Context: an optimization exercise on an open-source flow, tuned for small area and a short achievable clock period. The choices shown serve that exercise and are no tape-out recipe. Function was checked by simulation only, so behaviour that the tests miss may differ from the original.

## alpha
Design execCore, start of the top module:
module execCore (
  input  logic            clk,
  input  logic            reset,
  input  logic            instrValid,
  input  corePkg::wordT   instr,
  input  corePkg::wordT   pc,
  output logic            resultValid,
  output corePkg::regIdxT resultReg,
  output corePkg::wordT   resultData,
  output logic            branchValid,
  output logic            branchTaken,
  output corePkg::wordT   branchTarget
);
Size: ~6800 cells after synthesis, roughly 1400 flip-flops, about 140 I/O pins, about 0.064 mm² of cells after synthesis.
Settings: LEC_CHECK=0, ABC_AREA=1, CAP_MARGIN=20, CORE_MARGIN=2, CORE_UTILIZATION=40, CTS_CLUSTER_DIAMETER=60, CTS_CLUSTER_SIZE=30, SETUP_SLACK_MARGIN=3.1, SLEW_MARGIN=20, TNS_END_PERCENT=100; clock period 5.5 ns.
standard.sh (not shown) runs the stock make flow with config.mk's settings and CLKGATE_MAP_FILE= SYNTH_SCRIPT=/design/flow/synth_recipe.tcl, a recipe that flattens the netlist after the stock synthesis.
==> flow/flow/run.sh <==
#!/bin/bash
# The standard layout (the standard.sh: standard synthesis, floorplan, placement, CTS,
# routing), with two changes to how the layout is made:
#  - clock tree synthesis without dummy loads (capacitance-balancing cells hung on the clock
#    leaves), with larger sink clusters;
#  - the input and output ports buffered with buf_2 rather than the buffer buffer_ports picks.
# Every tool's output is kept in the ORFS logs under orfs/logs and in standard.log here.
set -euo pipefail
export CTS_ARGS="-sink_clustering_enable -repair_clock_nets -dont_use_dummy_load -sink_clustering_size 30 -sink_clustering_max_diameter 60"
export BUFFER_PORTS_ARGS="-buffer_cell sky130_fd_sc_hd__buf_2"
bash standard.sh > standard.log 2>&1
Edits applied to the flow inputs when going from alpha to beta:
==> flow/run.sh (new file) <==
#!/bin/bash
# synth_recipe.tcl (not shown) runs the flow's synth.tcl, then flattens the netlist and writes it again
# the make line also repeats each setting of config.mk as NAME=value (left out here)
make -C /OpenROAD-flow-scripts/flow DESIGN_CONFIG=/design/flow/config.mk WORK_HOME=/design/flow/orfs CLKGATE_MAP_FILE= SYNTH_SCRIPT=/design/flow/synth_recipe.tcl finish
diff --git a/flow/config.mk b/flow/config.mk
--- a/flow/config.mk
+++ b/flow/config.mk
@@ -6,5 +6,4 @@
 export NUM_CORES = 4
 export LEC_CHECK = 0
-export ABC_AREA = 1
 export CAP_MARGIN = 20
 export CORE_MARGIN = 2
@@ -12,5 +11,5 @@
 export CTS_CLUSTER_DIAMETER = 60
 export CTS_CLUSTER_SIZE = 30
-export SETUP_SLACK_MARGIN = 3.1
+export SETUP_SLACK_MARGIN = 2.0
 export SLEW_MARGIN = 20
 export TNS_END_PERCENT = 100
removed: flow/flow/run.sh
removed: flow/standard.sh
## What came out
The number of well taps of beta falls short of that of alpha by about 2%. Taking alpha as the reference, in beta met2 track demand over resource in global routing shrank by 2.3 points; count of multi-input gates shrank by 1730.


== the reference run ==
Starting RTL as in the previous note.
Settings: LEC_CHECK=0, ABC_AREA=1, CAP_MARGIN=20, CORE_MARGIN=2, CORE_UTILIZATION=55, SETUP_SLACK_MARGIN=3.1, SLEW_MARGIN=20, TNS_END_PERCENT=100; clock period 5.5 ns.
==> flow/flow/run.sh <==
#!/bin/bash
# The standard layout (the standard.sh: standard synthesis, floorplan, placement, CTS,
# routing), with two changes to how the layout is made:
#  - clock tree synthesis without dummy loads (capacitance-balancing cells hung on the clock
#    leaves), with larger sink clusters;
#  - the input and output ports buffered with buf_2 rather than the buffer buffer_ports picks.
# Every tool's output is kept in the ORFS logs under orfs/logs and in standard.log here.
set -euo pipefail
export CTS_ARGS="-sink_clustering_enable -repair_clock_nets -dont_use_dummy_load -sink_clustering_size 30 -sink_clustering_max_diameter 60"
export BUFFER_PORTS_ARGS="-buffer_cell sky130_fd_sc_hd__buf_2"
bash standard.sh > standard.log 2>&1
What the trial run does differently from the reference run at the input level:
==> flow/run.sh (new file) <==
#!/bin/bash
# synth_recipe.tcl (not shown) runs the flow's synth.tcl, then flattens the netlist and writes it again
# the make line also repeats each setting of config.mk as NAME=value (left out here)
make -C /OpenROAD-flow-scripts/flow DESIGN_CONFIG=/design/flow/config.mk WORK_HOME=/design/flow/orfs CLKGATE_MAP_FILE= SYNTH_SCRIPT=/design/flow/synth_recipe.tcl finish
-- flow/config.mk --
<<< the reference run, line 10
export CORE_MARGIN = 2
export CORE_UTILIZATION = 55
export SETUP_SLACK_MARGIN = 3.1
>>> the trial run, line 10
export CORE_MARGIN = 2
export CORE_UTILIZATION = 40
export CTS_CLUSTER_DIAMETER = 60
export CTS_CLUSTER_SIZE = 30
export SETUP_SLACK_MARGIN = 3.1
removed: flow/flow/run.sh
removed: flow/standard.sh
==> results.txt <==
Looking at global routing usage on met1, the trial run sits below the reference run. Compared with the reference run, the trial run degrades cell area. Of the reference run and the trial run, the higher non-clock buffer count belongs to the trial run. Comparing the reference run against the trial run, there is no change at all in netlist area before placement. The reported max-cap violation count was comparable across the reference run and the trial run. In the metrics for the reference run and the trial run, the one carrying the higher maximum frequency from static timing analysis is the reference run. The trial run completed; timing, DRC and antenna clean. Data arrival time of the critical path in the trial run vs the reference run: up 0.08 ns.

## separate check: timing with driven ports
In the flow no input, the clock included, has a driving cell. The finished layouts below were timed again as built, in two steps.
Step 1: set_driving_cell puts a clkbuf_16 on clk and a buf_2 on each other input, an assumption about the parent block.
Step 2, shift: input delay + t, output delay - t, t = (earliest + latest rising clock arrival at the registers) / 2. This alone moves slack from input paths to output paths.
a / b / c = no drivers / after step 1 / after step 2; a / b = the first two.
| run | t (ns) | setup slack, ns | latest minus earliest clock arrival (ns) |
|---|---|---|---|
| alpha | 0.827 | 2.974 / 2.974 / 2.547 | 0.110 / 0.110 |
| beta | 0.851 | 2.003 / 2.003 / 1.756 | 0.078 / 0.078 |
| the reference run | 0.818 | 2.952 / 2.952 / 2.459 | 0.120 / 0.120 |
| the trial run | 0.852 | 2.902 / 2.902 / 2.384 | 0.054 / 0.054 |
After both steps every run listed still meets setup and hold. The setup slack of the trial run, which loses most, moves by 0.000 ns with the drivers and by -0.518 ns with both steps.
